Context: an optimization exercise on an open-source flow, tuned for a short achievable clock period. The choices shown serve that exercise and are no tape-out recipe.
RTL that was checked went through simulation tests only; none was proved equivalent to the original.
The clock port is modelled as an ideal driver, which makes a skipped or thinned clock tree look cheaper than it is; a real chip needs a root buffer or a tree.
Power figures rest on the tool's default switching activity, not on a simulated workload.

==> job 4142 <==
Design tofpet_readout, start of the top module:
module tofpet_readout (
	input  logic                         clkin_parallel,
	input  logic                         cpu_resetn,
	input  logic [6-1:0]  hit_valid,
	input  logic [6*32-1:0] hit_data,	 
	input  logic                         cmd_valid,
	input  logic [8:0]                   cmd,		 
	output logic                         cmd_credit,
	output logic                         res_valid,
	output logic [32+5:0]    res,		 
	input  logic                         res_credit
);
clock: 4.0 ns
lec_check: 0
cap_margin: 20
core_margin: 2
core_utilization: 50
place_density: 0.65
setup_slack_margin: 3.0
slew_margin: 20
tns_end_percent: 100
standard.sh (not shown) runs the stock make flow with config.mk's settings and CLKGATE_MAP_FILE= SYNTH_SCRIPT=/design/flow/synth_recipe.tcl, a recipe that flattens the netlist after the stock synthesis.
==> flow/flow/run.sh <==
#!/bin/bash
set -euo pipefail
export PRE_CTS_TCL="$(pwd)/flow/pre_cts.tcl"
export BUFFER_PORTS_ARGS="-buffer_cell sky130_fd_sc_hd__buf_8"
bash standard.sh > flow.log 2>&1
==> flow/flow/pre_cts.tcl <==
# Hook run by ORFS's cts.tcl before clock_tree_synthesis: build a shallow, balanced
# clock tree (port -> 4 root buffers -> leaf buffers -> flip-flops) and turn the
# TritonCTS call that follows into a no-op. Everything after it in cts.tcl
# (legalisation, setup and hold repair) runs as usual.
source [file join [file dirname [info script]] tree.tcl]
pull_output_flops
build_clock_tree 10 8 2 2 sky130_fd_sc_hd__clkbuf_16 sky130_fd_sc_hd__buf_16
global_connect
rename clock_tree_synthesis tritoncts_unused
proc clock_tree_synthesis {args} {
  puts "clock tree built by pre_cts.tcl; TritonCTS skipped"
  set_propagated_clock [all_clocks]
}
Other scripts of this flow, unchanged in this note and not shown: flow/flow/tree.tcl
==> job 4619 (differences from job 4142) <==
--- a/flow/design.v
+++ b/flow/design.v
@@ -48,17 +48,16 @@
 	localparam int CH = 6;
 	localparam int W  = 32;
 	localparam int HD = 8;
 	localparam int CD = 4;
 	localparam int RD = 4;
 	localparam int RW = W + 6;
 	localparam int CW = 3 + CH + HD + 2;	 
 	logic              acc;			 
-	logic              acc_nx;
 	logic              acc_n;		 
 	logic              rv_n;		 
 	logic [CH-1:0]     pop_q;		 
 	logic [RW-1:0]     res_q;		 
 	logic [CH-1:0]     rd_oh_nx;
 	logic [CH-1:0]     pop_nx;		 
 	logic              busy;		 
 	logic              st_single;	 
@@ -72,17 +71,16 @@
 	logic              rpop;		 
 	logic [RD-1:0]     rth;			 
 	logic [RD-1:0]     rth_nx;
 	logic [RW-1:0]     word;		 
 	logic [CH-1:0]         h_empty;
 	logic [CH-1:0]         h_full;
 	logic [CH-1:0]         ovf;
 	logic [CH-1:0][HD-1:0] h_th;
-	logic [CH-1:0][HD-1:0] h_th_nx;
 	logic [CH-1:0][W-1:0]  h_head;	 
 	logic [CH-1:0]         h_pop;
 	logic                  clr_ovf;
 	logic [CH*HD*W-1:0]    hmem;	 
 	logic [CH-1:0]         empty_nx;	 
 	logic [CH-1:0]         full_nx;
 	logic [CH-1:0]         ovf_nx;
 	assign clr_ovf = rpush & status_q;
@@ -130,17 +128,16 @@
 			else if (pop && !push)
 				th_nx = {1'b0, th[HD-1:1]};
 			else
 				th_nx = th;
 		assign empty_nx[i] = ~th_nx[0];
 		assign full_nx[i]  = th_nx[HD-1];
 		assign ovf_nx[i]   = (ovf[i] & ~clr_ovf) | (hit_valid[i] & th[HD-1]);
 		assign h_th[i]    = th;
-		assign h_th_nx[i] = th_nx;
 		logic [W-1:0]  head_nx;
 		logic [W-1:0]  hg;
 		assign rd_nx = pop ? {rd[HD-2:0], rd[HD-1]} : rd;
 		always_ff @(posedge clkin_parallel)
 			if (!cpu_resetn)
 				rsel <= HD'(1);
 			else
 				rsel <= pop_nx[i] ? {rd_nx[HD-2:0], rd_nx[HD-1]} : rd_nx;
@@ -174,145 +171,113 @@
 		for (int i = 0; i < CH; i++)
 			cin[3+i] = c_read_ok && (c_ch == 3'(i));
 		for (int k = 0; k < HD; k++)
 			cin[3+CH+k] = (c_cnt > 4'(k));
 		cin[3+CH+HD]   = (c_op == 2'd1);					 
 		cin[3+CH+HD+1] = c_op[1] || ((c_op == 2'd0) && !c_read_ok);	 
 	end
 	assign cpush = cmd_valid & ~cth[CD-1];
-	logic [CD-1:0] cld;		 
-	logic [CD-1:0] csh;		 
-	logic [CD-1:0] cth_nx;
-	logic [CD-1:0] cld_nx;
-	logic [CD-1:0] csh_nx;
 	for (genvar k = 0; k < CD; k++)
 	begin : g_c
+		logic at;
+		logic top;
+		if (k == 0) begin : g_lo
+			assign at = ~cth[0];
+		end else begin : g_mid
+			assign at = cth[k-1] & ~cth[k];
+		end
 		if (k == CD-1) begin : g_last
+			assign top = cth[k];
 			always_ff @(posedge clkin_parallel)
-				if (cld[k])
+				if (acc ? top : at)
 					ce[k*CW +: CW] <= cin;
 		end else begin : g_body
+			assign top = cth[k] & ~cth[k+1];
 			always_ff @(posedge clkin_parallel)
-				if (cld[k])
+				if (acc ? top : at)
 					ce[k*CW +: CW] <= cin;
-				else if (csh[k])
+				else if (acc)
 					ce[k*CW +: CW] <= ce[(k+1)*CW +: CW];
 		end
 	end
-	always_comb
-	begin
-		if (cpush && !acc)
-			cth_nx = {cth[CD-2:0], 1'b1};
-		else if (acc && !cpush)
-			cth_nx = {1'b0, cth[CD-1:1]};
-		else
-			cth_nx = cth;
-		for (int k = 0; k < CD; k++)
-		begin
-			logic at_nx;
-			logic top_nx;
-			at_nx  = ((k == 0) ? 1'b1 : cth_nx[(k == 0) ? 0 : k-1]) & ~cth_nx[k];
-			top_nx = cth_nx[k] & ((k == CD-1) ? 1'b1 : ~cth_nx[(k == CD-1) ? k : k+1]);
-			cld_nx[k] = acc_nx ? top_nx : at_nx;
-			csh_nx[k] = acc_nx & ~top_nx & (k != CD-1);
-		end
-	end
 	logic [2:0]    h_ch;
 	logic [CH-1:0] h_oh;
 	logic [HD-1:0] h_cth;
 	logic          h_status;
 	logic          h_err;
 	assign {h_err, h_status, h_cth, h_oh, h_ch} = ce[CW-1:0];
+	logic [HD-1:0] sel_th;		 
 	logic [CH-1:0] go_oh;		 
-	logic [HD-1:0] rs_q;		 
-	logic [CW-1:0] ce0_nx;		 
-	logic [CH-1:0] go_nx;
-	logic [HD-1:0] sel_th_nx;	 
 	logic          done;		 
 	logic          busy_nx;
 	logic          cne_nx;		 
-	assign ce0_nx = cld[0] ? cin : (csh[0] ? ce[CW +: CW] : ce[CW-1:0]);
 	always_comb
 	begin
-		sel_th_nx = '0;
+		sel_th = '0;
 		for (int i = 0; i < CH; i++)
-			sel_th_nx = sel_th_nx | (h_th_nx[i] & {HD{ce0_nx[3+i]}});
+			sel_th = sel_th | (h_th[i] & {HD{h_oh[i]}});
 		for (int i = 0; i < CH; i++)
-			go_nx[i] = ce0_nx[3+i] & ce0_nx[3+CH] & h_th_nx[i][0];
+			go_oh[i] = h_oh[i] & h_cth[0] & h_th[i][0];
 	end
-	always_ff @(posedge clkin_parallel)
-		if (!cpu_resetn)
-		begin
-			go_oh <= '0;
-			rs_q  <= '0;
-		end
-		else
-		begin
-			go_oh <= go_nx;
-			rs_q  <= ce0_nx[3+CH +: HD] & sel_th_nx;
-		end
+	assign rpush   = busy & ~rth[RD-1];
 	assign done    = rpush & (st_single | ~rem[1]);
 	assign busy_nx = acc | (busy & ~done);
 	assign cne_nx  = cpush | cth[1] | (cth[0] & ~acc);
 	logic          st_single_nx;
+	logic          acc_nx;
 	always_comb
 	begin
 		st_single_nx = st_single;
+		rd_oh_nx     = rd_oh;
 		if (acc)
+		begin
 			st_single_nx = ~|go_oh;
+			rd_oh_nx     = go_oh;
+		end
 		else if (done)
-			st_single_nx = 1'b0;
-	end
-	logic rd_done;
-	logic rd_keep;
-	assign rd_done = ~rth[RD-1] & ~rem[1];
-	assign rd_keep = ~rpop & rth[RD-2];
-	always_comb
-		for (int i = 0; i < CH; i++)
 		begin
-			rd_oh_nx[i] = acc ? go_oh[i] : (rd_oh[i] & ~rd_done);
-			pop_nx[i]   = acc ? (go_oh[i] & (rpop | ~rth[RD-1])) : (rd_oh[i] & ~rd_done & ~rd_keep);
+			st_single_nx = 1'b0;
+			rd_oh_nx     = '0;
 		end
+	end
 	assign acc_nx = ~busy_nx & cne_nx;
+	assign pop_nx = rd_oh_nx & {CH{~rth_nx[RD-1]}};	 
 	assign acc    = ~acc_n;
 	always_ff @(posedge clkin_parallel)
 	begin
 		if (!cpu_resetn)
 		begin
 			acc_n      <= 1'b1;
-			rpush      <= 1'b0;
 			cmd_credit <= 1'b0;
 			busy       <= 1'b0;
 			st_single  <= 1'b0;
 			rd_oh      <= '0;
 			pop_q      <= '0;
 			cth        <= '0;
-			cld        <= CD'(1);
-			csh        <= '0;
 		end
 		else
 		begin
 			acc_n      <= ~acc_nx;
-			rpush      <= busy_nx & ~rth_nx[RD-1];
 			cmd_credit <= acc_nx;
 			busy       <= busy_nx;
 			st_single  <= st_single_nx;
 			rd_oh      <= rd_oh_nx;
 			pop_q      <= pop_nx;
-			cth        <= cth_nx;
-			cld        <= cld_nx;
-			csh        <= csh_nx;
+			if (cpush && !acc)
+				cth <= {cth[CD-2:0], 1'b1};
+			else if (acc && !cpush)
+				cth <= {1'b0, cth[CD-1:1]};
 		end
 	end
 	always_ff @(posedge clkin_parallel)
 	begin
 		if (acc)
 		begin
-			rem      <= rs_q;		 
+			rem      <= h_cth & sel_th;		 
 			chan_q   <= h_ch;
 			kind_q   <= {h_err, h_status};
 			status_q <= h_status;
 			err_q    <= h_err;
 		end
 		else if (rpush)
 			rem <= {1'b0, rem[HD-1:1]};
 	end
@@ -329,18 +294,18 @@
 	begin
 		wdata = '0;
 		for (int i = 0; i < CH; i++)
 			wdata = wdata | h_head[i];
 		wdata = wdata | ws;
 	end
 	assign word = {st_single | ~rem[1], kind_q, chan_q, wdata};
 	logic [RD*RW-1:0]      re;
-	logic [6:0]            ct;		 
-	logic [6:0]            ct_nx;
+	logic [2:0]            credits;
+	logic [2:0]            cr_dec;	 
 	logic                  rv_nx;
 	assign rpop = ~rv_n;
 	logic [RD-1:0] rld;		 
 	logic [RD-1:0] rsh;		 
 	logic [RD-1:0] rld_nx;
 	logic [RD-1:0] rsh_nx;
 	for (genvar k = 0; k < RD; k++)
 	begin : g_r
@@ -360,24 +325,18 @@
 	begin
 		if (rpush && !rpop)
 			rth_nx = {rth[RD-2:0], 1'b1};
 		else if (rpop && !rpush)
 			rth_nx = {1'b0, rth[RD-1:1]};
 		else
 			rth_nx = rth;
 	end
-	always_comb
-		if (rpop && !res_credit)
-			ct_nx = {1'b0, ct[6:1]};
-		else if (res_credit && !rpop)
-			ct_nx = ct[6] ? 7'd0 : {ct[5:0], 1'b1};
-		else
-			ct_nx = ct;
-	assign rv_nx = rth_nx[0] & (res_credit ? (rpop | ~ct[6]) : (rpop ? ct[1] : ct[0]));
+	assign cr_dec = credits - {2'b0, rpop};
+	assign rv_nx  = rth_nx[0] & (res_credit ? (cr_dec != 3'd7) : (cr_dec != 3'd0));
 	always_comb
 	begin
 		for (int k = 0; k < RD; k++)
 		begin
 			logic at_nx;
 			logic top_nx;
 			at_nx  = ((k == 0) ? 1'b1 : rth_nx[(k == 0) ? 0 : k-1]) & ~rth_nx[k];
 			top_nx = rth_nx[k] & ((k == RD-1) ? 1'b1 : ~rth_nx[(k == RD-1) ? k : k+1]);
@@ -398,27 +357,27 @@
 	begin
 		if (!cpu_resetn)
 		begin
 			rth       <= '0;
 			rld       <= RD'(1);
 			rsh       <= '0;
 			rq_wn     <= 1'b0;
 			rq_sn     <= 1'b1;
-			ct        <= 7'b0001111;
+			credits   <= 3'(RD);
 			res_valid <= 1'b0;
 			rv_n      <= 1'b1;
 		end
 		else
 		begin
 			rth       <= rth_nx;
 			rld       <= rld_nx;
 			rsh       <= rsh_nx;
 			rq_wn     <= ~rld_nx[0];
 			rq_sn     <= ~rsh_nx[0];
-			ct        <= ct_nx;
+			credits   <= cr_dec + {2'b0, res_credit};
 			res_valid <= rv_nx;
 			rv_n      <= ~rv_nx;
 		end
 	end
 	assign res = res_q;
 endmodule
 `default_nettype wire
==> flow/flow/pre_cts.tcl (replaced) <==
# Hook run by ORFS's cts.tcl before clock_tree_synthesis: build a shallow, balanced
# clock tree (port -> 4 root buffers -> leaf buffers -> flip-flops) and turn the
# TritonCTS call that follows into a no-op. Everything after it in cts.tcl
# (legalisation, setup and hold repair) runs as usual.
source [file join [file dirname [info script]] tree.tcl]
pull_output_flops
build_clock_tree 10 10 2 2 sky130_fd_sc_hd__clkbuf_16 sky130_fd_sc_hd__buf_16
global_connect
rename clock_tree_synthesis tritoncts_unused
proc clock_tree_synthesis {args} {
  puts "clock tree built by pre_cts.tcl; TritonCTS skipped"
  set_propagated_clock [all_clocks]
}
==> flow/config.mk (replaced) <==
export PLATFORM = sky130hd
export DESIGN_NAME = tofpet_readout
export DESIGN_NICKNAME = tofpet_readout
export VERILOG_FILES = /design/flow/design.v
export SDC_FILE = /design/flow/constraint.sdc
export NUM_CORES = 4
export LEC_CHECK = 0
export CAP_MARGIN = 20
export CORE_MARGIN = 2
export CORE_UTILIZATION = 40
export SETUP_SLACK_MARGIN = 2.5
export SLEW_MARGIN = 20
export TNS_END_PERCENT = 100
==> summary.txt <==
item                                                              job 4619                   job 4142
GRT Util Overall                                                     0.220                      0.299
Pwr per Cell Area                                               437 mW/mm2                 411 mW/mm2
CTS resizes                                                            785                       1461
Clock Skew                                                       0.0353 ns                  0.0369 ns
Die extent in x                                                     452 um                     405 um
Tmin final                                                         1.94 ns                    1.94 ns
Final non-filler cell area                                       0.100 mm2                  0.112 mm2
Wire length of the first global-routing pass                     332000 um                  355000 um
Worst setup slack for register-to-register paths                   2.06 ns                    2.06 ns
Global routing met1 resource utilization                             0.314                      0.426
Status                                    no timing/DRC/antenna violations  no timing/DRC/antenna violations
Layout fillers                                                       16191                       9221
Internal                                                           33.6 mW                    34.5 mW
Logic gate share of total power                                      0.118                      0.167
R2R cell count                                                           5                         10
Overall via count from detail_route                                  47774                      52924
Final Total Pwr                                                    43.8 mW                    45.9 mW
Largest net degree at the start of global routing                       94                         60
Slowest stage cell on the critical path            sky130_fd_sc_hd__nor3_1  sky130_fd_sc_hd__edfxtp_1
RR Startpoint                                              busy$_SDFF_PN0_           rem[1]$_DFFE_PP_
Required time at the worst-slack endpoint                          4.51 ns                    4.45 ns
Function not checked in job 4619: the RTL went through the layout flow alone. No run of this note takes its clock network from TritonCTS; it comes from the design's own scripts or RTL.

==> port drivers added, routing unchanged <==
The flow's constraints put no driver on any port. The routed layouts listed below were extracted and timed again, unchanged, in two steps.
Step 1 (the two cells are an assumption about what drives the block):
set clk [get_ports {clkin_parallel}]
set_driving_cell -lib_cell sky130_fd_sc_hd__clkbuf_16 $clk
set_driving_cell -lib_cell sky130_fd_sc_hd__buf_2 [delete_from_list [all_inputs] $clk]
Step 2 times the ports against the registers' clock, not the clock port: input delays grow and output delays shrink by t, the midpoint of the rising clock arrivals with the driver on.
a / b / c = ideal ports / drivers / drivers and shift; a / b = the first two.
| run | t, ns | setup slack, ns | clock arrival spread, ns | worst register clock-pin slew, ns | worst slew at a driven data input, ns |
|---|---|---|---|---|---|
| job 4142 | 0.760 | 2.056 / 1.978 / 1.527 | 0.040 / 0.039 | 0.13 / 0.13 | 0.40 |
| job 4619 | 0.792 | 2.056 / 1.943 / 1.853 | 0.036 / 0.036 | 0.10 / 0.10 | 0.20 |
After both steps setup and hold are still met in every run listed. The setup slack of job 4142, which loses most, moves by -0.078 ns with the drivers and by -0.529 ns with both steps.
